Background: an optimization exercise with open tools, aiming at small area and a short achievable clock period. Do not read the settings as production practice. At most, simulation tests tie the RTL to the original design; equivalence was not proved. Only the layout flow was run in runs 7 and 8; the RTL was not checked for function there.

File: flow/flow/run.sh
#!/bin/bash
set -o pipefail
bash standard.sh SETUP_SLACK_MARGIN=50 SKIP_GATE_CLONING=1 SKIP_PIN_SWAP=1 "BUFFER_PORTS_ARGS=-buffer_cell sky130_fd_sc_hd__buf_2" cts > standard_flow_to_cts.log 2>&1
bash standard.sh finish > standard_flow_finish.log 2>&1
File: flow/design.v
package alu_pkg;
  localparam int ALU_DATA_WIDTH = 32;
  localparam logic [7:0] OP_ALU_ADD = 8'h00;
  localparam logic [7:0] OP_ALU_SUB = 8'h01;
  localparam logic [7:0] OP_ALU_AND = 8'h02;
  localparam logic [7:0] OP_ALU_OR  = 8'h03;
  localparam logic [7:0] OP_ALU_XOR = 8'h04;
  localparam logic [7:0] OP_ALU_INV = 8'h05;
  localparam logic [7:0] OP_ALU_SLT = 8'h06;
  localparam logic [7:0] OP_ALU_SLL = 8'h07;
  localparam logic [7:0] OP_ALU_SRL = 8'h08;
  localparam logic [7:0] OP_ALU_SRA = 8'h09;
  localparam logic [7:0] OP_ALU_MUL = 8'h0A;
  localparam logic [7:0] OP_ALU_DIV = 8'h0B;
  localparam logic [7:0] OP_ALU_MOD = 8'h0C;
endpackage
module alu_prefix_add #(
  parameter int W  = 8,
  parameter int PT = 0    
) (
  input  logic [W-1:0] x,
  input  logic [W-1:0] y,
  input  logic         cin,
  output logic [W-1:0] s,
  output logic         cout
);
  localparam int L = (W > 1) ? $clog2(W) : 1;
  logic [W-1:0] p0, g0, gg, pp;
  always_comb begin
    p0 = x ^ y;
    g0 = x & y;
    gg = g0;
    pp = p0;
    gg[0] = g0[0] | (p0[0] & cin);
    if (PT == 0) begin
      for (int l = 0; l < L; l++) begin
        for (int i = W - 1; i >= 0; i--) begin
          if ((i >> l) & 1) begin
            gg[i] = gg[i] | (pp[i] & gg[((i >> l) << l) - 1]);
            pp[i] = pp[i] & pp[((i >> l) << l) - 1];
          end
        end
      end
    end else if (PT == 1) begin
      for (int l = 0; l < L; l++) begin
        for (int i = (1 << (l + 1)) - 1; i < W; i += (1 << (l + 1))) begin
          gg[i] = gg[i] | (pp[i] & gg[i - (1 << l)]);
          pp[i] = pp[i] & pp[i - (1 << l)];
        end
      end
      for (int l = L - 2; l >= 0; l--) begin
        for (int i = 3 * (1 << l) - 1; i < W; i += (1 << (l + 1))) begin
          gg[i] = gg[i] | (pp[i] & gg[i - (1 << l)]);
          pp[i] = pp[i] & pp[i - (1 << l)];
        end
      end
    end else begin
      for (int i = 1; i < W; i++) gg[i] = gg[i] | (pp[i] & gg[i-1]);
    end
    s[0] = p0[0] ^ cin;
    for (int i = 1; i < W; i++) s[i] = p0[i] ^ gg[i-1];
    cout = gg[W-1];
  end
endmodule
module alu_divider #(
  parameter int PT = 0
) (
  input  logic        i_div,     
  input  logic        i_cin,     
  input  logic [31:0] i_y,       
  input  logic [31:0] i_lsb,     
  input  logic [31:0] i_msel,    
  input  logic [31:0] i_hb,      
  output logic [31:0] o_sel,     
  output logic [31:0] o_f        
);
  logic [31:0] rout [0:31];
  for (genvar j = 31; j >= 0; j--) begin : g_row
    localparam int W = 32 - j;
    logic [W-1:0] x, s;
    logic         co;
    if (j == 31) begin : g_top
      assign x = i_lsb[j];
    end else begin : g_mid
      assign x = {rout[j+1][W-2:0], i_lsb[j]};
    end
    alu_prefix_add #(.W(W), .PT(PT)) u_add (.x(x), .y(i_y[W-1:0]), .cin(i_cin), .s(s), .cout(co));
    assign o_sel[j] = i_div ? (co & ~i_hb[j]) : i_msel[j];
    if (W < 32) begin : g_pad
      assign rout[j] = {{(32-W){1'b0}}, (o_sel[j] ? s : x)};
    end else begin : g_full
      assign rout[j] = o_sel[j] ? s : x;
    end
  end
  assign o_f = rout[0];
endmodule
module alu_core
#(
  parameter int DATA_WIDTH = alu_pkg::ALU_DATA_WIDTH
) (
  input  logic                  clk,
  input  logic                  rst_n,
  input  logic [7:0]            i_alu_op,
  input  logic [DATA_WIDTH-1:0] i_a,
  input  logic [DATA_WIDTH-1:0] i_b,
  output logic [DATA_WIDTH-1:0] o_c,
  output logic                  o_zero,
  output logic                  o_div0,
  output logic [DATA_WIDTH-1:0] o_c_q,
  output logic                  o_zero_q
);
  function automatic logic [31:0] cneg(input logic [31:0] x, input logic inv, input logic inc);
    logic [31:0] r;
    logic        any;
    any = 1'b0;
    for (int k = 0; k < 32; k++) begin
      r[k] = x[k] ^ (inv & ~(inc & ~any));
      any  = any | x[k];
    end
    cneg = r;
  endfunction
  logic [3:0]  op;
  logic [31:0] a, b;
  assign op = i_alu_op[3:0];
  assign a  = i_a;
  assign b  = i_b;
  logic valid;
  logic is_add, is_sub, is_and, is_or, is_xor, is_inv, is_slt;
  logic is_sll, is_srl, is_sra, is_mul, is_div, is_rem;
  assign valid  = (i_alu_op[7:4] == 4'd0);
  assign is_add = valid & (op == 4'h0);
  assign is_sub = valid & (op == 4'h1);
  assign is_and = valid & (op == 4'h2);
  assign is_or  = valid & (op == 4'h3);
  assign is_xor = valid & (op == 4'h4);
  assign is_inv = valid & (op == 4'h5);
  assign is_slt = valid & (op == 4'h6);
  assign is_sll = valid & (op == 4'h7);
  assign is_srl = valid & (op == 4'h8);
  assign is_sra = valid & (op == 4'h9);
  assign is_mul = valid & (op == 4'hA);
  assign is_div = valid & (op == 4'hB);
  assign is_rem = valid & (op == 4'hC);
  logic        dm, divrem, addsub, subm, mulm, sgn, b_zero;
  logic [4:0]  sh;
  logic [31:0] onehot, abs_b, bd, dvd, y, lsb, msel, hb;
  assign dm     = op[3] & (op[2] | op[0] | ~op[1]);
  assign divrem = op[3] & (op[2] | (op[1] & op[0]));
  assign addsub = ~op[3] & ~(op[1] & op[0]);
  assign subm   = ~op[3] & (op[1] ^ op[0]);
  assign mulm   = op[3];
  assign sgn    = op[3] & (op[2] | op[0]);
  assign b_zero = (b == 32'd0);
  assign sh     = addsub ? 5'd0 : b[4:0];
  always_comb begin
    for (int k = 0; k < 32; k++) onehot[k] = (sh == k[4:0]);
  end
  assign abs_b = cneg(b, b[31], b[31]);
  assign bd    = divrem ? abs_b : onehot;
  assign dvd   = cneg(a, a[31] & sgn, a[31] & divrem);
  assign y     = dm ? ~bd : (addsub ? (b ^ {32{subm}}) : a);
  assign lsb   = (dm | addsub) ? dvd : 32'd0;
  assign msel  = mulm ? b : onehot;
  always_comb begin
    hb[0] = 1'b0;
    for (int j = 1; j < 32; j++) hb[j] = |(bd >> (32 - j));
  end
  logic [31:0] qsel, f;
  alu_divider u_divider (
    .i_div (dm),
    .i_cin (dm | subm),
    .i_y   (y),
    .i_lsb (lsb),
    .i_msel(msel),
    .i_hb  (hb),
    .o_sel (qsel),
    .o_f   (f)
  );
  logic        negq, n_inv, n_inc;
  logic [31:0] n_x, arr_res;
  assign negq    = (a[31] ^ b[31]) & ~b_zero;
  assign n_x     = (is_div | is_srl | is_sra) ? qsel : f;
  assign n_inc   = (is_div & negq) | (is_rem & a[31]);
  assign n_inv   = n_inc | (is_sra & a[31]);
  assign arr_res = cneg(n_x, n_inv, n_inc);
  logic slt;
  assign slt = (a[31] ^ b[31]) ? a[31] : f[31];
  logic [3:0]  tt;
  logic [31:0] lg;
  assign tt = {is_and | is_or, is_or | is_xor, is_or | is_xor | is_inv, is_inv};
  always_comb begin
    for (int k = 0; k < 32; k++) lg[k] = tt[{a[k], b[k]}];
  end
  logic [31:0] c_d;
  logic        zero_d;
  always_comb begin
    c_d = lg
        | {31'd0, is_slt & slt}
        | ({32{is_add | is_sub | is_sll | is_srl | is_sra | is_mul | is_div | is_rem}} & arr_res);
    zero_d = (c_d == 32'd0);
  end
  assign o_c    = c_d;
  assign o_zero = zero_d;
  assign o_div0 = (is_div | is_rem) & b_zero;
  always_ff @(posedge clk or negedge rst_n) begin
    if (!rst_n) begin
      o_c_q    <= {DATA_WIDTH{1'b0}};
      o_zero_q <= 1'b0;
    end else begin
      o_c_q    <= c_d;
      o_zero_q <= zero_d;
    end
  end
endmodule
File: flow/config.mk
export PLATFORM = sky130hd
export DESIGN_NAME = alu_core
export DESIGN_NICKNAME = alu_core
export VERILOG_FILES = /design/flow/design.v
export SDC_FILE = /design/flow/constraint.sdc
export NUM_CORES = 4
export LEC_CHECK = 0
export ABC_AREA = 1
export CAP_MARGIN = 20
export CORE_MARGIN = 2
export CORE_UTILIZATION = 40
export SLEW_MARGIN = 20
File: flow/standard.sh
#!/bin/bash
# synth_recipe.tcl (not shown) runs the flow's synth.tcl, then flattens the netlist and writes it again
# the make line also repeats each setting of config.mk as NAME=value (left out here)
make -C /OpenROAD-flow-scripts/flow DESIGN_CONFIG=/design/flow/config.mk WORK_HOME=/design/flow/orfs CLKGATE_MAP_FILE= SYNTH_SCRIPT=/design/flow/synth_recipe.tcl "${@:-finish}"
File: flow/constraint.sdc
create_clock -name core_clock -period 200.0 [get_ports {clk}]
set_input_delay 40.0000 -clock core_clock [delete_from_list [all_inputs] [get_ports {clk}]]
set_output_delay 40.0000 -clock core_clock [all_outputs]
set_load 0.01 [all_outputs]
==> results.txt, run 1 <==
- DR vias/cell: 5.62
- Largest net degree at the start of global routing: 65
- DIE AREA: 90800 sq um
- Critical path's largest stage delay: 670 ps
- Critical path class: input port to output pin
- Met2 wire length: 64900 um
- Area Overhead vs Synth: 9.20%
- Post-synth EDFFs: 0
- Syn nets: 6534
- CTS buffer count: 5
- Yosys warning count: 35
- TritonCTS clock tree: yes
- Crit. End Element: output pin
- # port buffers: 140
- Final period utilization: 75.5%
- Async S/R FF share, synth: 100%
- Hold slack: 39800 ps
- Final worst path period need: 151060 ps
- Mapped Avg Cell Area: 6.06 sq um
- Core Area: 88000 sq um
- Nets: 6630
- 1st-iter DRT viols: 3783
- RD Place Congestion: 1.04
- Most common cell on crit path: nand2_1
- Crit. Startpoint: i_b[31]
- Ys flop type: dfrtp_1
- Final Slew Violations: 0
- Post-Syn Area: 35400 sq um
- Die height: 301 um
- Gr usage total: 32.1%
- Crit path DAT: 111060 ps
- RSZ-0062 raised after global routing: no
- Metal3 WL: 12600 um
- Outcome: timing/DRC/antenna clean
- Setup TNS Final: 0 ps
- Largest area contributor in the netlist: nand2_1
- # setup viols final: 0
- GR Overflow Total: 0
- Via count: 39900
- Dpl cells: 7032
- Finished Layout Cells: 7098
- Final Cell Area: 38600 sq um
- Req. time, crit path: 160000 ps
- CP startpoint kind: input port
- Post-synth top area share: 17.4%
- Final Hold Vio Count: 0
- Post-DP HPWL: 119000 um
- Clock slew at reported path FFs: 60 ps
- Relative slew slack: 25.7%
- Initial core utilization: 40.2%
- Number of global-route vias before repair: 37400
- Max Used Layer: met5
- Bufs on Longest Clock Path: 2
- Peak Freq: 6.62 MHz
- Yosys reg bits: 33
- Share of post-route cells with drive strength above 1: 13.1%
- Post-synth top cells: nand2_1 (1642), nand3_1 (761), inv_1 (585), ha_1 (465), a21oi_1 (401)
- Cells after synthesis: 5834
- Most common cell in the synthesized netlist: nand2_1
- # IOs: 141
- Clk root buf: clkbuf_16
- WL per Instance: 20.9 um
- CTS H-Tree Depth: 2
- Post-synthesis sequential area ratio: 2.34%
- Dpl cell area: 37300 sq um
- ANT nets after route: 0
- Pre-Repair DR Iteration Count: 6
- CTS sink cnt: 33
- Largest cells by area after synthesis: nand2_1 (17%), ha_1 (16%), nand3_1 (11%)
- Max FO, Critical Path: 45
- Slew @ Worst Pin: 1100 ps
- Die Wd: 301 um
- First-pass GRT wire length: 224000 um
- DR DRC count: 0
- WL met1: 63000 um
- Rows: 109
- Initial antenna violation count: 8
- Worst min-delay path class: input port to asynchronous set/reset pin
- Total wire length: 148000 um
- Hold buffer count at CTS: 0
- Max_cap viols: 0
- Synth unique cells: 71
- Max stage delay cell, worst path: clkinv_1
[stage by stage]
step	util, %	worst slack, ps
global route	43.9	41240
CTS	43.9	50010
detailed placement	42.4	36170
floorplan	-	53020
finish	43.9	48940
global placement	42.4	39030
[layout by cell type (no fill, tap or decap), types with 140 or more instances in the layout]
cell type,Yosys,layout
nand2_1,1642,1627
nand3_1,761,761
inv_1,585,574
ha_1,465,465
a21oi_1,401,395
nor2_1,264,255
o21ai_0,268,232
or2_2,184,184
fa_1,161,161
xor2_1,143,143
buf_2,59,140
[layer usage]
| layer | vias to the layer above | GRT usage, % |
|---|---|---|
| met2 | 1530 | 51.7 |
| li1 | 19600 | - |
| met3 | 336 | 4.86 |
| met4 | 4 | 13.7 |
| met1 | 18500 | 42.4 |
| met5 | - | 0 |
[state kept, by name, summed over array words and instances, names as in the netlist]
register  cells
o_zero_q      1
o_c_q        32
[kinds of logic (layout without fill, tap and decap cells)]
kind of cell             count (synthesis)  after routing  share of synthesized area, %
buffers and inverters                  793            890                          9.12
AO/OA/AOI/OAI                          882            882                          14.2
AND/OR/NAND/NOR                       3241           3241                          42.4
XOR/XNOR                               259            259                          6.42
other                                    0              2                             0
flip-flops                              33             33                          2.34
adder cells (fa/ha/maj)                626            626                          25.6
[final cells by class]
type                    instances  area [sq um]
diodes                          2          5.00
fillers                      9525         49400
clock inverters                 3          46.3
clock buffers                   5           125
inverters                     625          2470
flip-flops and latches         33           826
well taps                    1165          1460
repair buffers                257          1680
multi-input cells            5008         32000
[final timing paths]
path	to	slack, ps	cells after the start
setup / recovery	o_zero	48940	516
hold / removal	o_zero_q	39800	1
max in group asynchronous	o_c_q[3]	159690	1
min in group core_clock	o_c_q[29]	40140	3
[worst max-delay path, delay by kind of cell]
kind / cells / cell delay [ps]
buffers and inverters: 34 / 4760
AO/OA/AOI/OAI: 103 / 16690
XOR/XNOR: 4 / 760
AND/OR/NAND/NOR: 340 / 36380
adder cells (fa/ha/maj): 35 / 12190
[repair_timing]
item | in CTS | in global routing
gates resized for setup | 158 | 0
endpoints found under the hold margin | 0 | 0
setup buffers | 55 | 0
setup endpoints to repair | 33 | 0
==> run 2, diff against run 1 <==
--- a/flow/config.mk
+++ b/flow/config.mk
@@ -9,4 +9,5 @@
 export CAP_MARGIN = 20
 export CORE_MARGIN = 2
 export CORE_UTILIZATION = 40
+export GPL_ROUTABILITY_DRIVEN = 0
 export SLEW_MARGIN = 20
==> results.txt, run 2 <==
- Outcome: timing/DRC/antenna clean (unchanged)
- 1st-iter DRT viols: 4051 (was 3783)
- Max_cap viols: 0 (unchanged)
- Req. time, crit path: 160000 ps (about the same)
- XOR/XNOR share of the synthesized area: 6.42% (unchanged)
- Initial antenna violation count: 8 (unchanged)
- # setup viols final: 0 (unchanged)
- Clk root buf: clkbuf_16 (unchanged)
- CTS sink cnt: 33 (unchanged)
- First-pass GRT wire length: 222000 um (was 224000 um)
- Worst min-delay path class: input port to asynchronous set/reset pin (unchanged)
- Synth unique cells: 71 (unchanged)
- Commonest non-fill, non-tap cells in the layout: nand2_1 (1630), nand3_1 (761), inv_1 (574) (was nand2_1 (1627), nand3_1 (761), inv_1 (574))
- RSZ-0062 raised after global routing: no (unchanged)
- Slew @ Worst Pin: 1100 ps (about the same)
- Max reg flops: 32 (unchanged)
- Pre-Repair DR Iteration Count: 9 (was 6)
- Most common cell on crit path: nand2_1 (unchanged)
- Total wire length: 147000 um (was 148000 um)
- ANT nets after route: 0 (unchanged)
- Cells after synthesis: 5834 (unchanged)
- CP startpoint kind: input port (unchanged)
- Die height: 301 um (unchanged)
- WL per Instance: 20.6 um (was 20.9 um)
- Post-DP HPWL: 116000 um (was 119000 um)
- Max stage delay cell, worst path: fa_1 (was clkinv_1)
- Largest area contributor in the netlist: nand2_1 (unchanged)
- Rows: 109 (unchanged)
- Max FO, Critical Path: 27 (was 45)
- Crit path DAT: 111140 ps (was 111060 ps)
- DR DRC count: 0 (unchanged)
- Ys flop type: dfrtp_1 (unchanged)
- Number of global-route vias before repair: 38000 (was 37400)
- Mapped Avg Cell Area: 6.06 sq um (unchanged)
- Post-Synth Adder-Cell Area: 25.6% (unchanged)
- Critical path class: input port to output pin (unchanged)
- Post-synth top cells: nand2_1 (1642), nand3_1 (761), inv_1 (585), ha_1 (465), a21oi_1 (401) (unchanged)
- DIE AREA: 90800 sq um (unchanged)
- # IOs: 141 (unchanged)
- Final worst path period need: 151140 ps (was 151060 ps)
- Relative slew slack: 26.6% (was 25.7%)
- Gr usage total: 31.7% (was 32.1%)
- Top reg by flops: o_c_q (unchanged)
- TritonCTS clock tree: yes (unchanged)
- Yosys reg bits: 33 (unchanged)
- Final Hold Vio Count: 0 (unchanged)
- Simple-gate area share of the yosys netlist: 42.4% (unchanged)
- Clock slew at reported path FFs: 60 ps (about the same)
- Area Overhead vs Synth: 9.22% (was 9.20%)
- Final worst slack: 48860 ps (was 48940 ps)
- Yosys warning count: 35 (unchanged)
- Async S/R FF share, synth: 100% (unchanged)
- Syn nets: 6534 (unchanged)
- Nets: 6633 (was 6630)
- Largest family of logic cells by synthesized area: simple AND/OR/NAND/NOR gates (unchanged)
- Hold slack: 39800 ps (about the same)
- Largest cells by area after synthesis: nand2_1 (17%), ha_1 (16%), nand3_1 (11%) (unchanged)
- Share of post-route cells with drive strength above 1: 13.2% (was 13.1%)
- Biggest regs: o_c_q: 32 flops, o_zero_q: 1 flops (unchanged)
- Critical path's largest stage delay: 460 ps (was 670 ps)
- Final period utilization: 75.6% (was 75.5%)
- Largest net degree at the start of global routing: 65 (unchanged)
- Die Wd: 301 um (unchanged)
- Multi-input gate area: 32000 sq um (about the same)
- Crit. Startpoint: i_a[0] (was i_b[31])
- Hold buffer count at CTS: 0 (unchanged)
- Pre-CTS WS: 37110 ps (was 36170 ps)
- Post-synth EDFFs: 0 (unchanged)
- Most common cell in the synthesized netlist: nand2_1 (unchanged)
- Leading cell type in the layout, fill and taps excluded: nand2_1 (unchanged)
- Initial core utilization: 40.2% (unchanged)
- CTS buffer count: 5 (unchanged)
- Bufs on Longest Clock Path: 2 (unchanged)
- Compound-gate portion of the synthesized area: 14.2% (unchanged)
- Via count: 40100 (was 39900)
- Peak Freq: 6.62 MHz (about the same)
- Post-synth top area share: 17.4% (unchanged)
- GR Overflow Total: 0 (unchanged)
- Post-synthesis sequential area ratio: 2.34% (unchanged)
- Post-synthesis mux area share: 0% (unchanged)
- # port buffers: 140 (unchanged)
- Crit. End Element: output pin (unchanged)
- Fillcell total: 9427 (was 9525)
- Area occupied by registers: 826 sq um (unchanged)
- Post-Syn Area: 35400 sq um (unchanged)
- Setup TNS Final: 0 ps (unchanged)
- DR vias/cell: 5.65 (was 5.62)
- Core Area: 88000 sq um (unchanged)
- Final Slew Violations: 0 (unchanged)
- CTS H-Tree Depth: 2 (unchanged)
## run 2: cell counts after synthesis
No cell type changed its count.
## run 2: worst max-delay path, delay by kind of cell
family,cells,cell delay [ps]
compound gates,104,16650
xor+xnor,2,390
fa+ha+maj,36,11630
buf+inv,41,4700
simple gates,345,37560
## run 2: path summary, 6_finish.rpt
| path | to | slack, ps |
|---|---|---|
| setup / recovery | o_zero | 48860 |
| hold / removal | o_c_q[18] | 39800 |
| max in group asynchronous | o_c_q[10] | 159680 |
| min in group core_clock | o_c_q[29] | 40040 |
## run 2: kinds of logic after synthesis
logic type,Yosys count
AOI/OAI and AO/OA,882
and+or+nand+nor,3241
DFF,33
adders and majority gates,626
buffers and inverters,793
xor gates and xnor gates,259
## run 2: layer usage
layer,GRT usage (%),wire length [um],vias to the layer above
met4,16.0,8840,8
li1,-,-,19600
met2,50.1,63300,1727
met5,0,49,-
met3,6.21,13900,419
met1,41.0,60500,18400
## run 2: area by class of cell
class	count	share of cell area [%]
Multi-Input combinational cell	5008	82.9
Inverter	625	6.37
Timing Repair Buffer	260	4.41
Tap cell	1165	3.77
Sequential cell	33	2.14
Clock buffer	5	0.324
Clock inverter	3	0.0583
Antenna cell	3	0.0194
## run 2: what timing repair did
item / 4_1_cts / 5_1_grt
gates resized for setup: 161 / 0
setup buffers: 60 / 0
setup endpoints to repair: 33 / 0
## run 2: per-stage QoR
| stage | instances | area (sq um) | util (%) |
|---|---|---|---|
| CTS | 7099 | 38600 | 43.9 |
| detailed placement | 7031 | 37300 | 42.4 |
| global route | 7099 | 38600 | 43.9 |
| floorplan | 5834 | 35400 | - |
| finish | 7102 | 38600 | 43.9 |
| global placement | 7031 | 37300 | 42.4 |
==> run 3, diff against run 2 <==
==> flow/flow/run.sh (replaced) <==
#!/bin/bash
set -o pipefail
bash standard.sh SETUP_SLACK_MARGIN=65 SKIP_GATE_CLONING=1 SKIP_PIN_SWAP=1 floorplan > standard_flow_floorplan.log 2>&1
bash standard.sh SETUP_SLACK_MARGIN=50 SKIP_GATE_CLONING=1 SKIP_PIN_SWAP=1 "BUFFER_PORTS_ARGS=-buffer_cell sky130_fd_sc_hd__buf_2" cts > standard_flow_to_cts.log 2>&1
bash standard.sh finish > standard_flow_finish.log 2>&1
--- a/flow/config.mk
+++ b/flow/config.mk
@@ -9,5 +9,4 @@
 export CAP_MARGIN = 20
 export CORE_MARGIN = 2
 export CORE_UTILIZATION = 40
-export GPL_ROUTABILITY_DRIVEN = 0
 export SLEW_MARGIN = 20
==> results.txt, run 3 <==
- Share of post-route cells with drive strength above 1: 14.9% (was 13.2%)
- TritonCTS clock tree: yes (unchanged)
- Number of global-route vias before repair: 36900 (was 38000)
- Most common cell in the synthesized netlist: nand2_1 (unchanged)
- Rows: 109 (unchanged)
- Leading cell type in the layout, fill and taps excluded: nand2_1 (unchanged)
- Most common cell on crit path: nand2_1 (unchanged)
- Area Overhead vs Synth: 10.3% (was 9.22%)
- Die height: 301 um (unchanged)
- First-pass GRT wire length: 225000 um (was 222000 um)
- Clk root buf: clkbuf_16 (unchanged)
- WL per Instance: 21.2 um (was 20.6 um)
- Post-synth top cells: nand2_1 (1642), nand3_1 (761), inv_1 (585), ha_1 (465), a21oi_1 (401) (unchanged)
- Largest net degree at the start of global routing: 65 (unchanged)
- Yosys warning count: 35 (unchanged)
- Nets: 6611 (was 6633)
- Async S/R FF share, synth: 100% (unchanged)
- Max_cap viols: 0 (unchanged)
- DR vias/cell: 5.60 (was 5.65)
- CP startpoint kind: input port (unchanged)
- Max FO, Critical Path: 43 (was 27)
- Via count: 39700 (was 40100)
- DR DRC count: 0 (unchanged)
- Relative slew slack: 18.9% (was 26.6%)
- Die Wd: 301 um (unchanged)
- Critical path class: input port to output pin (unchanged)
- Top reg by flops: o_c_q (unchanged)
- Post-synth EDFFs: 0 (unchanged)
- # setup viols final: 0 (unchanged)
- CTS H-Tree Depth: 2 (unchanged)
- Outcome: timing/DRC/antenna clean (unchanged)
- Ys flop type: dfrtp_1 (unchanged)
- Worst min-delay path class: input port to asynchronous set/reset pin (unchanged)
- 1st-iter DRT viols: 3574 (was 4051)
- GR Overflow Total: 0 (unchanged)
- Commonest non-fill, non-tap cells in the layout: nand2_1 (1576), nand3_1 (743), inv_1 (566) (was nand2_1 (1630), nand3_1 (761), inv_1 (574))
- Final period utilization: 75.5% (was 75.6%)
- Hold buffer count at CTS: 0 (unchanged)
- CTS buffer count: 5 (unchanged)
- Setup TNS Final: 0 ps (unchanged)
- Syn nets: 6534 (unchanged)
- Post-synthesis sequential area ratio: 2.34% (unchanged)
- Max reg flops: 32 (unchanged)
- Slew @ Worst Pin: 1220 ps (was 1100 ps)
- Yosys reg bits: 33 (unchanged)
- Peak Freq: 6.62 MHz (about the same)
- DIE AREA: 90800 sq um (unchanged)
- Post-Syn Area: 35400 sq um (unchanged)
- Final Hold Vio Count: 0 (unchanged)
- Post-DP HPWL: 120000 um (was 116000 um)
- Mapped Avg Cell Area: 6.06 sq um (unchanged)
- Core Area: 88000 sq um (unchanged)
- Largest cells by area after synthesis: nand2_1 (17%), ha_1 (16%), nand3_1 (11%) (unchanged)
- Pre-Repair DR Iteration Count: 8 (was 9)
- Crit. Startpoint: i_alu_op[0] (was i_a[0])
- ANT nets after route: 0 (unchanged)
- Total wire length: 150000 um (was 147000 um)
- Biggest regs: o_c_q: 32 flops, o_zero_q: 1 flops (unchanged)
- Req. time, crit path: 160000 ps (about the same)
- Critical path's largest stage delay: 480 ps (was 460 ps)
- # IOs: 141 (unchanged)
- Crit. End Element: output pin (unchanged)
- Final Slew Violations: 0 (unchanged)
- Fillcell total: 9516 (was 9427)
- CTS sink cnt: 33 (unchanged)
- RSZ-0062 raised after global routing: no (unchanged)
- Final worst path period need: 151040 ps (was 151140 ps)
- # port buffers: 140 (unchanged)
- Max stage delay cell, worst path: nor2_1 (was fa_1)
- Initial antenna violation count: 28 (was 8)
- Clock slew at reported path FFs: 70 ps (was 60 ps)
- Largest area contributor in the netlist: nand2_1 (unchanged)
- Cells after synthesis: 5834 (unchanged)
- Crit path DAT: 111040 ps (was 111140 ps)
- Synth unique cells: 71 (unchanged)
- Gr usage total: 32.3% (was 31.7%)
- Post-synth top area share: 17.4% (unchanged)
- Initial core utilization: 40.2% (unchanged)
- Bufs on Longest Clock Path: 2 (unchanged)
- RD Place Congestion: 1.05
## run 3: cell count changes in the layout (fill, tap and decap cells not counted), sizes merged
cell           before  now
buf               259  238
diode               3    7
inv               608  609
clkinvlp            6    1
clkinv             14   16
bufinv              0    2
clkdlybuf4s18       1    0
## run 3: final timing paths
kind                        endpoint  depth (start not counted)  slack, ps
worst max-delay path          o_zero                        534      48960
worst min-delay path       o_c_q[25]                          1      39840
max in group asynchronous  o_c_q[12]                          1     159580
min in group core_clock    o_c_q[29]                          3      40020
## run 3: cells by family (layout without fill, tap and decap cells)
logic type                 count (synthesis)  in the layout  synth area share [%]
xor gates and xnor gates                 259            259                  6.42
buffers and inverters                    793            871                  9.12
and+or+nand+nor                         3241           3241                  42.4
DFF                                       33             33                  2.34
other                                      0              7                     0
adders and majority gates                626            626                  25.6
AOI/OAI and AO/OA                        882            882                  14.2
## run 3: worst max-delay path: cells and delay by family
kind | cells | cell delay, ps
adder cells (fa/ha/maj) | 36 | 11630
XOR/XNOR | 3 | 540
AO/OA/AOI/OAI | 106 | 15660
buffers and inverters | 38 | 5040
AND/OR/NAND/NOR | 351 | 37850
## run 3: final cells by class
| cell class | count | area [sq um] | share of cell area, % |
|---|---|---|---|
| Clock inverter | 3 | 65.1 | 0.167 |
| Inverter | 625 | 2460 | 6.31 |
| Clock buffer | 5 | 125 | 0.321 |
| Antenna cell | 7 | 17.5 | 0.0449 |
| Tap cell | 1165 | 1460 | 3.74 |
| Timing Repair Buffer | 238 | 1530 | 3.92 |
| Multi-Input combinational cell | 5008 | 32500 | 83.4 |
| Sequential cell | 33 | 826 | 2.12 |
## run 3: timing repair
item | 4_1_cts | 5_1_grt
gates resized for setup | 72 | 0
buffers inserted | 35 | 0
setup endpoints to repair | 33 | 0
hold endpoints to repair | 0 | 0
## run 3: routing by layer
layer,routed length (um),global-route usage (%)
met1,65600,43.5
met2,64900,50.9
met3,12500,6.20
met4,6690,12.4
met5,258,0
## run 3: through the flow
stage          instance area (sq um)  setup WS, ps  std cells  hold slack [ps]  util [%]
2_1_floorplan                  36400         61060       5834            39700         -
3_3_place_gp                   38100         45150       7034            40170      43.3
3_5_place_dp                   38100         43220       7034            40170      43.3
4_1_cts                        39000         50040       7077            39850      44.3
5_1_grt                        39000         41990       7079            39890      44.3
6_report                       39000         48960       7084            39840      44.4
==> run 4, diff against run 3 <==
==> flow/flow/run.sh (replaced) <==
#!/bin/bash
set -o pipefail
bash standard.sh SETUP_SLACK_MARGIN=50 SKIP_GATE_CLONING=1 SKIP_PIN_SWAP=1 "BUFFER_PORTS_ARGS=-buffer_cell sky130_fd_sc_hd__buf_2" cts > standard_flow_to_cts.log 2>&1
bash standard.sh SETUP_SLACK_MARGIN=40 RECOVER_POWER=30 SKIP_GATE_CLONING=1 SKIP_PIN_SWAP=1 grt > standard_flow_grt.log 2>&1
bash standard.sh finish > standard_flow_finish.log 2>&1
==> results.txt, run 4 <==
- Hold Startpoint: i_a[29]
- Yosys reg bits: 33 (unchanged)
- RSZ-0062 raised after global routing: no (unchanged)
- Relative slew slack: -27.9% (was 18.9%)
- DR DRC count: 0 (unchanged)
- Post-synth EDFFs: 0 (unchanged)
- Ys flop type: dfrtp_1 (unchanged)
- Initial antenna violation count: 8 (was 28)
- Largest cells by area after synthesis: nand2_1 (17%), ha_1 (16%), nand3_1 (11%) (unchanged)
- Hold slack: 40140 ps (was 39840 ps)
- Setup TNS Final: 0 ps (unchanged)
- Largest area contributor in the netlist: nand2_1 (unchanged)
- Post-Syn Area: 35400 sq um (unchanged)
- CTS H-Tree Depth: 2 (unchanged)
- Outcome: failed layout checks (was timing/DRC/antenna clean)
- Final worst path period need: 151100 ps (was 151040 ps)
- ANT nets after route: 0 (unchanged)
- CP startpoint kind: input port (unchanged)
- Biggest regs: o_c_q: 32 flops, o_zero_q: 1 flops (unchanged)
- Final Cell Area: 38600 sq um (was 39000 sq um)
- Post-synthesis sequential area ratio: 2.34% (unchanged)
- # setup viols final: 0 (unchanged)
- Syn nets: 6534 (unchanged)
- Critical path's largest stage delay: 670 ps (was 480 ps)
- Req. time, crit path: 160000 ps (about the same)
- Post-synth top cells: nand2_1 (1642), nand3_1 (761), inv_1 (585), ha_1 (465), a21oi_1 (401) (unchanged)
- Number of global-route vias before repair: 37400 (was 36900)
- Async S/R FF share, synth: 100% (unchanged)
- Gr usage total: 32.1% (was 32.3%)
- Clock slew at reported path FFs: 60 ps (was 70 ps)
- WL per Instance: 20.9 um (was 21.2 um)
- RD Place Congestion: 1.04 (was 1.05)
- Most common cell on crit path: nand2_1 (unchanged)
- First-pass GRT wire length: 224000 um (was 225000 um)
- Hold Path Sink: o_c_q[29]
- Slew @ Worst Pin: 1920 ps (was 1220 ps)
- Final Slew Violations: 34 (was 0)
- Leading cell type in the layout, fill and taps excluded: nand2_1 (unchanged)
- Nets: 6630 (was 6611)
- Synth unique cells: 71 (unchanged)
- Top reg by flops: o_c_q (unchanged)
- Fail Reasons: capacitance limit, slew limit
- Peak Freq: 6.62 MHz (about the same)
- Post-synth top area share: 17.4% (unchanged)
- Crit path DAT: 111100 ps (was 111040 ps)
- DR vias/cell: 5.62 (was 5.60)
- Pre-Repair DR Iteration Count: 7 (was 8)
- TritonCTS clock tree: yes (unchanged)
- Clk root buf: clkbuf_16 (unchanged)
- CTS sink cnt: 33 (unchanged)
- # port buffers: 140 (unchanged)
- Max FO, Critical Path: 45 (was 43)
- Core Area: 88000 sq um (unchanged)
- Area Overhead vs Synth: 9.18% (was 10.3%)
- GR Overflow Total: 0 (unchanged)
- Final Hold Vio Count: 0 (unchanged)
- Mapped Avg Cell Area: 6.06 sq um (unchanged)
- Max_cap viols: 1 (was 0)
- Bufs on Longest Clock Path: 2 (unchanged)
- Dpl cell area: 37300 sq um (was 38100 sq um)
- Largest net degree at the start of global routing: 65 (unchanged)
- Max reg flops: 32 (unchanged)
- Commonest non-fill, non-tap cells in the layout: nand2_1 (1627), nand3_1 (761), inv_1 (574) (was nand2_1 (1576), nand3_1 (743), inv_1 (566))
- Via count: 39900 (was 39700)
- DIE AREA: 90800 sq um (unchanged)
- Post-DP HPWL: 119000 um (was 120000 um)
- # IOs: 141 (unchanged)
- Initial core utilization: 40.2% (unchanged)
- Die height: 301 um (unchanged)
- Share of post-route cells with drive strength above 1: 12.9% (was 14.9%)
- 1st-iter DRT viols: 3783 (was 3574)
- CTS buffer count: 5 (unchanged)
- Hold Crit Depth: 3
- Most common cell in the synthesized netlist: nand2_1 (unchanged)
- Rows: 109 (unchanged)
- Max stage delay cell, worst path: clkinv_1 (was nor2_1)
- Final period utilization: 75.6% (was 75.5%)
- Worst min-delay path class: input port to register (was input port to asynchronous set/reset pin)
- Die Wd: 301 um (unchanged)
- Total wire length: 148000 um (was 150000 um)
- Yosys warning count: 35 (unchanged)
- Cells after synthesis: 5834 (unchanged)
- Critical path class: input port to output pin (unchanged)
- Crit. End Element: output pin (unchanged)
- Fin util: 43.9% (was 44.4%)
run 4: cell families (layout without fill, tap and decap cells):
kind of cell             after synthesis  count (layout)  synth area share [%]
other                                  0               2                     0
adder cells (fa/ha/maj)              626             626                  25.6
AO/OA/AOI/OAI                        882             882                  14.2
XOR/XNOR                             259             259                  6.42
flip-flops                            33              33                  2.34
AND/OR/NAND/NOR                     3241            3241                  42.4
buffers and inverters                793             890                  9.12
run 4: final cells by class:
cell class | instances | area (sq um)
flip-flops and latches | 33 | 826
well taps | 1165 | 1460
fillers | 9525 | 49400
diodes | 2 | 5.00
inverters | 625 | 2470
clock inverters | 3 | 46.3
repair buffers | 257 | 1670
clock buffers | 5 | 125
multi-input cells | 5008 | 32000
run 4: repair_timing:
action,in CTS,in global routing
endpoints found under the setup margin,33,0
hold buffers,0,0
buffers inserted,55,0
gates resized for setup,158,0
endpoints found under the hold margin,0,0
run 4: worst max-delay path by stage:
stage	endpoint	cells after the start	slack (ps)	startpoint
after global placement	o_zero	536	39030	i_alu_op[3]
final	o_zero	515	48900	i_b[31]
after CTS	o_zero	535	50010	i_a[0]
after global routing	o_zero	545	41240	i_a[0]
after floorplan	o_zero	524	53020	i_alu_op[2]
after detailed placement	o_zero	541	36170	i_alu_op[3]
run 4: metrics by stage:
step | cells | setup slack (ps)
floorplan | 5834 | 53020
detailed placement | 7032 | 36170
CTS | 7095 | 50010
global route | 7097 | 41240
finish | 7098 | 48900
global placement | 7032 | 39030
run 4: critical path: cells and delay by family:
| kind | cells | cell delay, ps |
|---|---|---|
| fa+ha+maj | 35 | 12390 |
| simple gates | 338 | 36150 |
| buf+inv | 35 | 4880 |
| compound gates | 103 | 16660 |
| xor+xnor | 4 | 760 |
run 4: per-layer routing:
layer	vias up	routed length, um	global-route usage [%]
met4	4	7800	13.7
li1	19600	-	-
met2	1545	64900	51.7
met5	-	27	0
met3	334	12800	4.86
met1	18500	62800	42.4
==> run 5, diff against run 4 <==
==> flow/flow/run.sh (replaced) <==
#!/bin/bash
set -o pipefail
bash standard.sh SETUP_SLACK_MARGIN=50 SKIP_GATE_CLONING=1 SKIP_PIN_SWAP=1 "BUFFER_PORTS_ARGS=-buffer_cell sky130_fd_sc_hd__buf_2" cts > standard_flow_to_cts.log 2>&1
bash standard.sh SETUP_SLACK_MARGIN=45 SETUP_MOVE_SEQUENCE=sizeup SKIP_GATE_CLONING=1 SKIP_PIN_SWAP=1 grt > standard_flow_grt.log 2>&1
bash standard.sh finish > standard_flow_finish.log 2>&1
==> results.txt, run 5 <==
- Peak Freq: 6.72 MHz (was 6.62 MHz)
- Final Hold Vio Count: 0 (unchanged)
- 1st-iter DRT viols: 3743 (was 3783)
- Post-synthesis sequential area ratio: 2.34% (unchanged)
- Largest cells by area after synthesis: nand2_1 (17%), ha_1 (16%), nand3_1 (11%) (unchanged)
- Critical path's largest stage delay: 570 ps (was 670 ps)
- Bufs on Longest Clock Path: 2 (unchanged)
- Hold buffer count at CTS: 0 (unchanged)
- Core Area: 88000 sq um (unchanged)
- Async S/R FF share, synth: 100% (unchanged)
- Ys flop type: dfrtp_1 (unchanged)
- Clock slew at reported path FFs: 60 ps (about the same)
- Max reg flops: 32 (unchanged)
- Crit. End Element: output pin (unchanged)
- CTS H-Tree Depth: 2 (unchanged)
- Post-DP HPWL: 119000 um (unchanged)
- ANT nets after route: 0 (unchanged)
- Relative slew slack: 30.2% (was -27.9%)
- Max FO, Critical Path: 27 (was 45)
- Post-synth EDFFs: 0 (unchanged)
- Cells after synthesis: 5834 (unchanged)
- Most common cell on crit path: nand2_1 (unchanged)
- Final Cell Area: 39100 sq um (was 38600 sq um)
- Post-Syn Area: 35400 sq um (unchanged)
- Die height: 301 um (unchanged)
- # IOs: 141 (unchanged)
- Hold slack: 39800 ps (was 40140 ps)
- Outcome: timing/DRC/antenna clean (was failed layout checks)
- Pre-CTS WS: 36170 ps (unchanged)
- Critical path class: input port to output pin (unchanged)
- CP startpoint kind: input port (unchanged)
- Final period utilization: 74.4% (was 75.6%)
- Area Overhead vs Synth: 10.7% (was 9.18%)
- # setup viols final: 0 (unchanged)
- Max_cap viols: 0 (was 1)
- Share of post-route cells with drive strength above 1: 14.6% (was 12.9%)
- Crit path DAT: 108830 ps (was 111100 ps)
- Leading cell type in the layout, fill and taps excluded: nand2_1 (unchanged)
- # port buffers: 140 (unchanged)
- Synth unique cells: 71 (unchanged)
- Post-synth top cells: nand2_1 (1642), nand3_1 (761), inv_1 (585), ha_1 (465), a21oi_1 (401) (unchanged)
- Initial core utilization: 40.2% (unchanged)
- Gr usage total: 32.1% (unchanged)
- Nets: 6630 (unchanged)
- Yosys reg bits: 33 (unchanged)
- Commonest non-fill, non-tap cells in the layout: nand2_1 (1603), nand3_1 (758), inv_1 (572) (was nand2_1 (1627), nand3_1 (761), inv_1 (574))
- Post-synth top area share: 17.4% (unchanged)
- Clk root buf: clkbuf_16 (unchanged)
- Pre-Repair DR Iteration Count: 6 (was 7)
- Syn nets: 6534 (unchanged)
- Via count: 40100 (was 39900)
- Number of global-route vias before repair: 37400 (unchanged)
- Largest area contributor in the netlist: nand2_1 (unchanged)
- DR DRC count: 0 (unchanged)
- Mapped Avg Cell Area: 6.06 sq um (unchanged)
- DIE AREA: 90800 sq um (unchanged)
- Fillcell total: 9479 (was 9525)
- RSZ-0062 raised after global routing: no (unchanged)
- Req. time, crit path: 160000 ps (about the same)
- RD Place Congestion: 1.04 (unchanged)
- CP top delay family: simple AND/OR/NAND/NOR gates (unchanged)
- Initial antenna violation count: 9 (was 8)
- Worst min-delay path class: input port to asynchronous set/reset pin (was input port to register)
- Worst Path Buf+Inv: 36 (was 35)
- Total wire length: 149000 um (was 148000 um)
- Final worst path period need: 148830 ps (was 151100 ps)
- TritonCTS clock tree: yes (unchanged)
- Final worst slack: 51170 ps (was 48900 ps)
- Yosys warning count: 35 (unchanged)
- Slew @ Worst Pin: 1040 ps (was 1920 ps)
- Most common cell in the synthesized netlist: nand2_1 (unchanged)
- Top reg by flops: o_c_q (unchanged)
- Max stage delay cell, worst path: inv_1 (was clkinv_1)
- WL per Instance: 21.0 um (was 20.9 um)
- CTS sink cnt: 33 (unchanged)
- CTS buffer count: 5 (unchanged)
- Die Wd: 301 um (unchanged)
- Final Slew Violations: 0 (was 34)
- DR vias/cell: 5.65 (was 5.62)
- Rows: 109 (unchanged)
- Setup TNS Final: 0 ps (unchanged)
- First-pass GRT wire length: 224000 um (unchanged)
- Biggest regs: o_c_q: 32 flops, o_zero_q: 1 flops (unchanged)
- Largest net degree at the start of global routing: 65 (unchanged)
- GR Overflow Total: 0 (unchanged)
- Dpl cell area: 37300 sq um (unchanged)
run 5: cell counts after synthesis:
Identical to the previous run, type by type.
run 5: repair_timing:
action,4_1_cts,5_1_grt
setup buffers,55,0
resized for setup,158,155
endpoints found under the setup margin,33,33
run 5: kinds of logic after synthesis:
group	count (synthesis)	share of synthesized area, %
buffers and inverters	793	9.12
DFF	33	2.34
and+or+nand+nor	3241	42.4
xor gates and xnor gates	259	6.42
AOI/OAI and AO/OA	882	14.2
adders and majority gates	626	25.6
run 5: path summary, 6_finish.rpt:
path,from,end,slack (ps),cells after the start
worst max-delay path,i_alu_op[2],o_zero,51170,509
min in group core_clock,i_a[29],o_c_q[29],40140,3
max in group asynchronous,rst_n,o_c_q[3],159680,1
worst min-delay path,rst_n,o_c_q[18],39800,1
run 5: layout make-up:
class | instances | area, sq um | area share, %
inverters | 625 | 2520 | 6.45
multi-input cells | 5008 | 32500 | 83.0
clock buffers | 5 | 125 | 0.320
well taps | 1165 | 1460 | 3.73
repair buffers | 257 | 1680 | 4.30
clock inverters | 3 | 46.3 | 0.118
diodes | 3 | 7.51 | 0.0192
flip-flops and latches | 33 | 826 | 2.11
run 5: layer usage:
metal	vias up	wire (um)	GRT usage (%)	part of all wire [%]
met2	1588	65400	51.7	44
met5	-	41	0	0.028
met1	18600	63400	42.4	43
met3	332	12500	4.86	8.4
li1	19600	-	-	-
met4	6	7730	13.7	5.2
run 5: per-stage QoR:
| stage | util, % | instances |
|---|---|---|
| final | 44.5 | 7099 |
| after global routing | 44.5 | 7097 |
| after detailed placement | 42.4 | 7032 |
| after global placement | 42.4 | 7032 |
| after floorplan | - | 5834 |
| after CTS | 43.9 | 7095 |
==> run 6, diff against run 5 <==
--- a/flow/config.mk
+++ b/flow/config.mk
@@ -8,5 +8,5 @@
 export ABC_AREA = 1
 export CAP_MARGIN = 20
 export CORE_MARGIN = 2
-export CORE_UTILIZATION = 40
+export CORE_UTILIZATION = 50
 export SLEW_MARGIN = 20
==> results.txt, run 6 <==
- Req. time, crit path: 160000 ps (about the same)
- Syn nets: 6534 (unchanged)
- Max stage delay cell, worst path: inv_1 (unchanged)
- Biggest regs: o_c_q: 32 flops, o_zero_q: 1 flops (unchanged)
- DIE AREA: 72900 sq um (was 90800 sq um)
- Max_cap viols: 0 (unchanged)
- Post-synth top area share: 17.4% (unchanged)
- Hold buffer count at CTS: 0 (unchanged)
- Post-synthesis sequential area ratio: 2.34% (unchanged)
- First-pass GRT wire length: 224000 um (about the same)
- Clk root buf: clkbuf_16 (unchanged)
- Synth unique cells: 71 (unchanged)
- Yosys warning count: 35 (unchanged)
- Top reg by flops: o_c_q (unchanged)
- Final Hold Vio Count: 0 (unchanged)
- ANT nets after route: 0 (unchanged)
- Crit. Startpoint: i_alu_op[2] (unchanged)
- Number of global-route vias before repair: 36900 (was 37400)
- Clock slew at reported path FFs: 60 ps (about the same)
- RD Place Congestion: 1.02 (was 1.04)
- Ys flop type: dfrtp_1 (unchanged)
- DR DRC count: 0 (unchanged)
- Fin util: 55.4% (was 44.5%)
- Fillcell total: 7491 (was 9479)
- Via count: 40100 (about the same)
- Bufs on Longest Clock Path: 2 (unchanged)
- Peak Freq: 6.71 MHz (was 6.72 MHz)
- Pre-Repair DR Iteration Count: 6 (unchanged)
- Critical path class: input port to output pin (unchanged)
- # setup viols final: 0 (unchanged)
- Worst min-delay path class: input port to asynchronous set/reset pin (unchanged)
- Slew @ Worst Pin: 1210 ps (was 1040 ps)
- Most common cell in the synthesized netlist: nand2_1 (unchanged)
- Max reg flops: 32 (unchanged)
- Nets: 6631 (was 6630)
- Final worst path period need: 149030 ps (was 148830 ps)
- Most common cell on crit path: nand2_1 (unchanged)
- Die height: 270 um (was 301 um)
- Commonest non-fill, non-tap cells in the layout: nand2_1 (1606), nand3_1 (759), inv_1 (573) (was nand2_1 (1603), nand3_1 (758), inv_1 (572))
- CTS H-Tree Depth: 2 (unchanged)
- CTS sink cnt: 33 (unchanged)
- GR Overflow Total: 0 (unchanged)
- Pre-CTS WS: 36510 ps (was 36170 ps)
- Die Wd: 270 um (was 301 um)
- Crit. End Element: output pin (unchanged)
- # port buffers: 140 (unchanged)
- Core Area: 70000 sq um (was 88000 sq um)
- # IOs: 141 (unchanged)
- Post-synth EDFFs: 0 (unchanged)
- Outcome: timing/DRC/antenna clean (unchanged)
- Total wire length: 150000 um (was 149000 um)
- Final Slew Violations: 0 (unchanged)
- Leading cell type in the layout, fill and taps excluded: nand2_1 (unchanged)
- Initial antenna violation count: 7 (was 9)
- CP startpoint kind: input port (unchanged)
- Largest cells by area after synthesis: nand2_1 (17%), ha_1 (16%), nand3_1 (11%) (unchanged)
- TritonCTS clock tree: yes (unchanged)
- DR vias/cell: 5.82 (was 5.65)
- Async S/R FF share, synth: 100% (unchanged)
- Rows: 97 (was 109)
- 1st-iter DRT viols: 4120 (was 3743)
- Final worst slack: 50970 ps (was 51170 ps)
- Relative slew slack: 19.4% (was 30.2%)
- Post-Syn Area: 35400 sq um (unchanged)
- Share of post-route cells with drive strength above 1: 14.4% (was 14.6%)
- Initial core utilization: 50.5% (was 40.2%)
- Yosys reg bits: 33 (unchanged)
- Area Overhead vs Synth: 9.76% (was 10.7%)
- Gr usage total: 39.8% (was 32.1%)
- CTS buffer count: 5 (unchanged)
- Post-synth top cells: nand2_1 (1642), nand3_1 (761), inv_1 (585), ha_1 (465), a21oi_1 (401) (unchanged)
- Mapped Avg Cell Area: 6.06 sq um (unchanged)
- Cells after synthesis: 5834 (unchanged)
- Largest net degree at the start of global routing: 65 (unchanged)
- Final period utilization: 74.5% (was 74.4%)
- Setup TNS Final: 0 ps (unchanged)
- Largest area contributor in the netlist: nand2_1 (unchanged)
- RSZ-0062 raised after global routing: no (unchanged)
- Critical path's largest stage delay: 600 ps (was 570 ps)
- Max FO, Critical Path: 29 (was 27)
- WL per Instance: 21.8 um (was 21.0 um)
- Crit path DAT: 109030 ps (was 108830 ps)
- Post-DP HPWL: 117000 um (was 119000 um)
## run 6: final timing paths
check / end / slack (ps) / cells past startpoint
worst min-delay path: o_c_q[17] / 39800 / 1
min in group core_clock: o_c_q[29] / 40020 / 3
worst max-delay path: o_zero / 50970 / 514
max in group asynchronous: o_c_q[12] / 159680 / 1
## run 6: metal layers
layer	share of wire, %	track usage (%)	vias up	routed length, um
li1	-	-	19600	-
met1	42	53.6	18500	63400
met2	43	63.1	1668	64900
met3	9.2	6.32	299	13800
met4	5.1	16.6	2	7570
met5	0.0087	0	-	13
## run 6: through the flow
stage / instance area, sq um / cells / hold slack (ps)
4_1_cts: 38300 / 6872 / 39820
6_report: 38800 / 6881 / 39800
5_1_grt: 38800 / 6876 / 39860
3_3_place_gp: 37100 / 6809 / 40120
3_5_place_dp: 37100 / 6809 / 40120
2_1_floorplan: 35400 / 5834 / 39700
## run 6: layout make-up
class	count	area, sq um	share of cell area (%)
tap	940	1180	3.03
timing repair buffer	258	1720	4.43
sequential	33	826	2.13
clock buffer	5	125	0.322
antenna	9	22.5	0.0580
multi-input combinational	5008	32400	83.5
inverter	625	2520	6.48
clock inverter	3	17.5	0.0451
## run 6: cells by family after synthesis
kind of cell | Yosys count | share of synthesized area [%]
buffers and inverters | 793 | 9.12
adder cells (fa/ha/maj) | 626 | 25.6
XOR/XNOR | 259 | 6.42
flip-flops | 33 | 2.34
AO/OA/AOI/OAI | 882 | 14.2
AND/OR/NAND/NOR | 3241 | 42.4
## run 6: what timing repair did
action	4_1_cts	5_1_grt
resized for setup	160	140
buffers inserted	55	0
cloned	0	0
hold endpoints to repair	0	0
endpoints found under the setup margin	33	33
## run 6: critical path: cells and delay by family
| family | cells | cell delay, ps |
|---|---|---|
| AO/OA/AOI/OAI | 94 | 14170 |
| XOR/XNOR | 3 | 530 |
| adder cells (fa/ha/maj) | 36 | 11900 |
| buffers and inverters | 33 | 4630 |
| AND/OR/NAND/NOR | 348 | 37650 |
==> run 7, diff against run 6 <==
--- a/flow/design.v
+++ b/flow/design.v
@@ -191,13 +191,16 @@
   always_comb begin
     for (int k = 0; k < 32; k++) lg[k] = tt[{a[k], b[k]}];
   end
+  logic        arr_op, arr_zero;
   logic [31:0] c_d;
   logic        zero_d;
+  assign arr_op   = is_add | is_sub | is_sll | is_srl | is_sra | is_mul | is_div | is_rem;
+  assign arr_zero = (n_inv & ~n_inc) ? (&n_x) : ~(|n_x);
   always_comb begin
     c_d = lg
         | {31'd0, is_slt & slt}
-        | ({32{is_add | is_sub | is_sll | is_srl | is_sra | is_mul | is_div | is_rem}} & arr_res);
-    zero_d = (c_d == 32'd0);
+        | ({32{arr_op}} & arr_res);
+    zero_d = arr_op ? arr_zero : ((lg | {31'd0, is_slt & slt}) == 32'd0);
   end
   assign o_c    = c_d;
   assign o_zero = zero_d;
--- a/flow/config.mk
+++ b/flow/config.mk
@@ -8,5 +8,5 @@
 export ABC_AREA = 1
 export CAP_MARGIN = 20
 export CORE_MARGIN = 2
-export CORE_UTILIZATION = 50
+export CORE_UTILIZATION = 40
 export SLEW_MARGIN = 20
==> results.txt, run 7 <==
- Largest area contributor in the netlist: ha_1 (was nand2_1)
- Initial core utilization: 40.3% (was 50.5%)
- Core Area: 83600 sq um (was 70000 sq um)
- Biggest regs: o_c_q: 32 flops, o_zero_q: 1 flops (unchanged)
- Largest net degree at the start of global routing: 57 (was 65)
- Most common cell on crit path: nand2_1 (unchanged)
- Critical path class: input port to output pin (unchanged)
- Top reg by flops: o_c_q (unchanged)
- Post-synthesis sequential area ratio: 2.45% (was 2.34%)
- CP startpoint kind: input port (unchanged)
- Yosys reg bits: 33 (unchanged)
- Final worst slack: 50130 ps (was 50970 ps)
- Req. time, crit path: 160000 ps (about the same)
- DIE AREA: 86600 sq um (was 72900 sq um)
- First-pass GRT wire length: 220000 um (was 224000 um)
- Post-synth EDFFs: 0 (unchanged)
- Peak Freq: 6.67 MHz (was 6.71 MHz)
- Dpl cell area: 35600 sq um (was 37100 sq um)
- RSZ-0062 raised after global routing: no (unchanged)
- RD Place Congestion: 1.02 (about the same)
- Crit path DAT: 109870 ps (was 109030 ps)
- Cells after synthesis: 5483 (was 5834)
- Leading cell type in the layout, fill and taps excluded: nand2_1 (unchanged)
- Die Wd: 294 um (was 270 um)
- Clk root buf: clkbuf_16 (unchanged)
- Final Hold Vio Count: 0 (unchanged)
- Area Overhead vs Synth: 16.1% (was 9.76%)
- Ys flop type: dfrtp_1 (unchanged)
- Max stage delay cell, worst path: a22oi_1 (was inv_1)
- Max_cap viols: 0 (unchanged)
- Initial antenna violation count: 16 (was 7)
- Post-Syn Area: 33700 sq um (was 35400 sq um)
- Number of global-route vias before repair: 36700 (was 36900)
- Pre-Repair DR Iteration Count: 7 (was 6)
- Gr usage total: 33.0% (was 39.8%)
- Pre-CTS WS: 30270 ps (was 36510 ps)
- Final Slew Violations: 0 (unchanged)
- DR vias/cell: 5.76 (was 5.82)
- Hold buffer count at CTS: 0 (unchanged)
- 1st-iter DRT viols: 3924 (was 4120)
- ANT nets after route: 0 (unchanged)
- Most common cell in the synthesized netlist: nand2_1 (unchanged)
- Outcome: timing/DRC/antenna clean (unchanged)
- Yosys warning count: 35 (unchanged)
- Nets: 6362 (was 6631)
- Mapped Avg Cell Area: 6.14 sq um (was 6.06 sq um)
- Post-synth top area share: 17.3% (was 17.4%)
- Relative slew slack: 27.1% (was 19.4%)
- Clock slew at reported path FFs: 60 ps (about the same)
- Syn nets: 6183 (was 6534)
- Bufs on Longest Clock Path: 2 (unchanged)
- Synth unique cells: 69 (was 71)
- Hold slack: 39780 ps (was 39800 ps)
- Largest cells by area after synthesis: ha_1 (17%), nand2_1 (16%), nand3_1 (9.7%) (was nand2_1 (17%), ha_1 (16%), nand3_1 (11%))
- Max FO, Critical Path: 24 (was 29)
- # port buffers: 140 (unchanged)
- Final Cell Area: 39100 sq um (was 38800 sq um)
- Die height: 294 um (was 270 um)
- TritonCTS clock tree: yes (unchanged)
- CTS sink cnt: 33 (unchanged)
- Critical path's largest stage delay: 620 ps (was 600 ps)
- Share of post-route cells with drive strength above 1: 19.1% (was 14.4%)
- # setup viols final: 0 (unchanged)
- GR Overflow Total: 0 (unchanged)
- Post-DP HPWL: 113000 um (was 117000 um)
- Commonest non-fill, non-tap cells in the layout: nand2_1 (1393), nand3_1 (642), inv_1 (495) (was nand2_1 (1606), nand3_1 (759), inv_1 (573))
- Post-synth top cells: nand2_1 (1479), nand3_1 (650), inv_1 (509), ha_1 (465), a21oi_1 (408) (was nand2_1 (1642), nand3_1 (761), inv_1 (585), ha_1 (465), a21oi_1 (401))
- CTS H-Tree Depth: 2 (unchanged)
- Worst min-delay path class: input port to asynchronous set/reset pin (unchanged)
- WL per Instance: 21.7 um (was 21.8 um)
- Setup TNS Final: 0 ps (unchanged)
- # IOs: 141 (unchanged)
- Fin util: 46.8% (was 55.4%)
- Slew @ Worst Pin: 1090 ps (was 1210 ps)
- Max reg flops: 32 (unchanged)
- Final period utilization: 74.9% (was 74.5%)
- Via count: 38900 (was 40100)
- Final worst path period need: 149870 ps (was 149030 ps)
- Crit. End Element: output pin (unchanged)
- Total wire length: 147000 um (was 150000 um)
- Async S/R FF share, synth: 100% (unchanged)
- CTS buffer count: 5 (unchanged)
- DR DRC count: 0 (unchanged)
- Rows: 106 (was 97)
- Crit. Startpoint: i_a[0] (was i_alu_op[2])
## run 7: cell types whose count changed in the layout (fill, tap and decap cells not counted), sizes merged, moves of 9 or more
cell	before	now
inv	609	558
a31oi	13	30
xor2	143	152
o21ai	291	376
nand3	819	675
o21bai	12	25
a21o	45	32
nor3	46	35
buf	258	337
and2	92	58
nand2	1714	1525
a22oi	16	27
nor2	297	243
## run 7: worst max path at each step
stage                    to  cells after the start
CTS                 o_c[31]                    535
floorplan           o_c[30]                    516
detailed placement  o_c[31]                    528
global route        o_c[31]                    544
global placement    o_c[31]                    535
finish               o_zero                    504
## run 7: worst max-delay path: cells and delay by family
family | cells | cell delay, ps
and+or+nand+nor | 292 | 33220
AOI/OAI and AO/OA | 128 | 19800
adders and majority gates | 36 | 10750
buffers and inverters | 48 | 5800
## run 7: logic make-up (layout without fill, tap and decap cells)
group / Yosys count / after routing / synth area share (%)
fa+ha+maj: 626 / 626 / 26.8
flops: 33 / 33 / 2.45
other cells: 0 / 15 / 0
xor+xnor: 263 / 263 / 6.84
compound gates: 1006 / 1006 / 17.1
simple gates: 2817 / 2817 / 37.8
buf+inv: 738 / 918 / 8.96
## run 7: layer usage
metal / vias to the layer above / GRT usage, % / share of wire [%]
met5: - / 0 / 0.0068
met4: 2 / 15.1 / 5.4
met3: 364 / 5.42 / 9.1
met2: 1770 / 52.6 / 44
met1: 18000 / 43.4 / 42
li1: 18800 / - / -
## run 7: metrics by stage
stage	instances
after floorplan	5483
after global placement	6600
after detailed placement	6601
after CTS	6743
after global routing	6757
final	6758
## run 7: timing repair
item,CTS,global route
endpoints found under the setup margin,33,33
resized for setup,321,236
buffers inserted,134,0
## run 7: cell type report
type / count / area, sq um
sequential: 33 / 826
clock inverter: 2 / 37.5
fill: 8812 / 44500
multi-input combinational: 4712 / 31900
inverter: 573 / 2300
clock buffer: 6 / 139
antenna: 15 / 37.5
tap: 1080 / 1350
timing repair buffer: 337 / 2480
==> run 8, diff against run 7 <==
==> flow/flow/run.sh (replaced) <==
#!/bin/bash
set -o pipefail
bash standard.sh SETUP_SLACK_MARGIN=50 SKIP_GATE_CLONING=1 SKIP_PIN_SWAP=1 cts > standard_flow_to_cts.log 2>&1
bash standard.sh finish > standard_flow_finish.log 2>&1
==> results.txt, run 8 <==
- Final period utilization: 75.8% (was 74.9%)
- Worst min-delay path class: input port to asynchronous set/reset pin (unchanged)
- Pre-Repair DR Iteration Count: 9 (was 7)
- CP top delay family: simple AND/OR/NAND/NOR gates (unchanged)
- Initial antenna violation count: 4 (was 16)
- Gr usage total: 33.1% (was 33.0%)
- TritonCTS clock tree: yes (unchanged)
- RD Place Congestion: 1.03 (was 1.02)
- Rows: 106 (unchanged)
- Cells after synthesis: 5483 (unchanged)
- Commonest non-fill, non-tap cells in the layout: nand2_1 (1441), nand3_1 (643), inv_1 (496) (was nand2_1 (1393), nand3_1 (642), inv_1 (495))
- First-pass GRT wire length: 220000 um (about the same)
- DIE AREA: 86600 sq um (unchanged)
- # IOs: 141 (unchanged)
- Post-synth EDFFs: 0 (unchanged)
- Clock slew at reported path FFs: 50 ps (was 60 ps)
- Largest net degree at the start of global routing: 45 (was 57)
- DR DRC count: 0 (unchanged)
- Setup TNS Final: 0 ps (unchanged)
- Max reg flops: 32 (unchanged)
- Relative slew slack: 18.9% (was 27.1%)
- Final Hold Vio Count: 0 (unchanged)
- CTS sink cnt: 33 (unchanged)
- Yosys reg bits: 33 (unchanged)
- Crit path DAT: 111640 ps (was 109870 ps)
- Largest cells by area after synthesis: ha_1 (17%), nand2_1 (16%), nand3_1 (9.7%) (unchanged)
- Critical path's largest stage delay: 540 ps (was 620 ps)
- Nets: 6407 (was 6362)
- # port buffers: 140 (unchanged)
- DR vias/cell: 5.75 (was 5.76)
- Outcome: timing/DRC/antenna clean (unchanged)
- Post-synth top area share: 17.3% (unchanged)
- Die height: 294 um (unchanged)
- Peak Freq: 6.59 MHz (was 6.67 MHz)
- Async S/R FF share, synth: 100% (unchanged)
- Mapped Avg Cell Area: 6.14 sq um (unchanged)
- Share of post-route cells with drive strength above 1: 15.1% (was 19.1%)
- ANT nets after route: 0 (unchanged)
- Most common cell on crit path: nand2_1 (unchanged)
- Die Wd: 294 um (unchanged)
- Final worst path period need: 151640 ps (was 149870 ps)
- Worst Path Buf+Inv: 42 (was 48)
- Finished Layout Cells: 6788 (was 6758)
- Most common cell in the synthesized netlist: nand2_1 (unchanged)
run 8: cell counts after synthesis:
No cell type changed its count.
run 8: cell type report:
| class | instances | area [sq um] |
|---|---|---|
| repair buffers | 382 | 3470 |
| multi-input cells | 4712 | 31200 |
| clock inverters | 2 | 10.0 |
| inverters | 573 | 2310 |
| well taps | 1080 | 1350 |
| fillers | 8894 | 44300 |
| flip-flops and latches | 33 | 826 |
| clock buffers | 6 | 129 |
run 8: kinds of logic (layout without fill, tap and decap cells):
kind of cell | count (synthesis) | after routing | share of synthesized area [%]
AO/OA/AOI/OAI | 1006 | 1006 | 17.1
buffers and inverters | 738 | 963 | 8.96
flip-flops | 33 | 33 | 2.45
AND/OR/NAND/NOR | 2817 | 2817 | 37.8
XOR/XNOR | 263 | 263 | 6.84
adder cells (fa/ha/maj) | 626 | 626 | 26.8
run 8: how the worst max path moves through the flow:
stage	startpoint	to	slack, ps	cells after the start
6_report	i_a[4]	o_c[31]	48360	530
5_1_grt	i_a[6]	o_c[31]	41620	536
4_1_cts	i_a[4]	o_c[31]	49960	524
3_5_place_dp	i_alu_op[1]	o_c[31]	28810	530
3_3_place_gp	i_alu_op[1]	o_c[30]	31920	533
2_1_floorplan	i_alu_op[0]	o_c[30]	50300	516
run 8: per-layer routing:
| metal | global-route usage (%) | part of all wire, % | wire length [um] | up-vias |
|---|---|---|---|---|
| met5 | 0 | 0.0096 | 14 | - |
| met4 | 13.8 | 4.9 | 7200 | 2 |
| met3 | 5.79 | 9.0 | 13200 | 347 |
| met2 | 53.1 | 44 | 63800 | 1661 |
| met1 | 43.5 | 42 | 61600 | 18100 |
| li1 | - | - | - | 18800 |
run 8: timing repair:
action,4_1_cts,5_1_grt
setup endpoints to repair,33,0
setup buffers,180,0
resized for setup,435,0
run 8: metrics by stage:
step	hold slack [ps]
5_1_grt	40170
3_3_place_gp	40440
2_1_floorplan	39700
4_1_cts	40150
6_report	40130
3_5_place_dp	40440

==> separate check: timing with driven ports <==
No port has a modelled driver above. Below, the same layouts with a new extraction and two added sets of constraints. Step 1 assumes that a clkbuf_16 drives the clock port and a buf_2 every other input. Step 2 adds t to the input delays and takes it off the output delays; t is the mean of the earliest and latest rising clock arrival at the registers after step 1. Input paths then give back, and output paths get back, about the clock's delay inside the block. a / b / c = ideal ports / drivers / drivers and shift; a / b = the first two.
run | t (ns) | setup WS [ns] | hold slack, ns | clock arrival spread, ns | worst register clock-pin slew, ns
run 1 | 0.323 | 48.939 / 48.917 / 48.917 | 39.801 / 39.784 / 40.106 | 0.005 / 0.005 | 0.06 / 0.06
run 2 | 0.334 | 48.860 / 48.839 / 48.839 | 39.798 / 39.775 / 40.108 | 0.005 / 0.005 | 0.06 / 0.06
run 3 | 0.352 | 48.956 / 48.938 / 48.938 | 39.839 / 39.814 / 40.166 | 0.013 / 0.013 | 0.08 / 0.08
run 4 | 0.326 | 48.899 / 48.877 / 48.877 | 40.136 / 40.125 / 40.430 | 0.007 / 0.007 | 0.06 / 0.06
run 5 | 0.326 | 51.170 / 51.149 / 51.149 | 39.803 / 39.785 / 40.111 | 0.006 / 0.006 | 0.06 / 0.06
run 6 | 0.320 | 50.972 / 50.939 / 50.939 | 39.803 / 39.794 / 40.114 | 0.007 / 0.008 | 0.06 / 0.06
run 7 | 0.314 | 50.130 / 50.104 / 50.104 | 39.776 / 39.764 / 40.078 | 0.005 / 0.004 | 0.06 / 0.06
run 8 | 0.314 | 48.356 / 48.329 / 48.329 | 40.133 / 40.122 / 40.436 | 0.005 / 0.005 | 0.05 / 0.05
The setup slack of run 6, which loses most, moves by -0.033 ns with the drivers and by -0.033 ns with both steps.
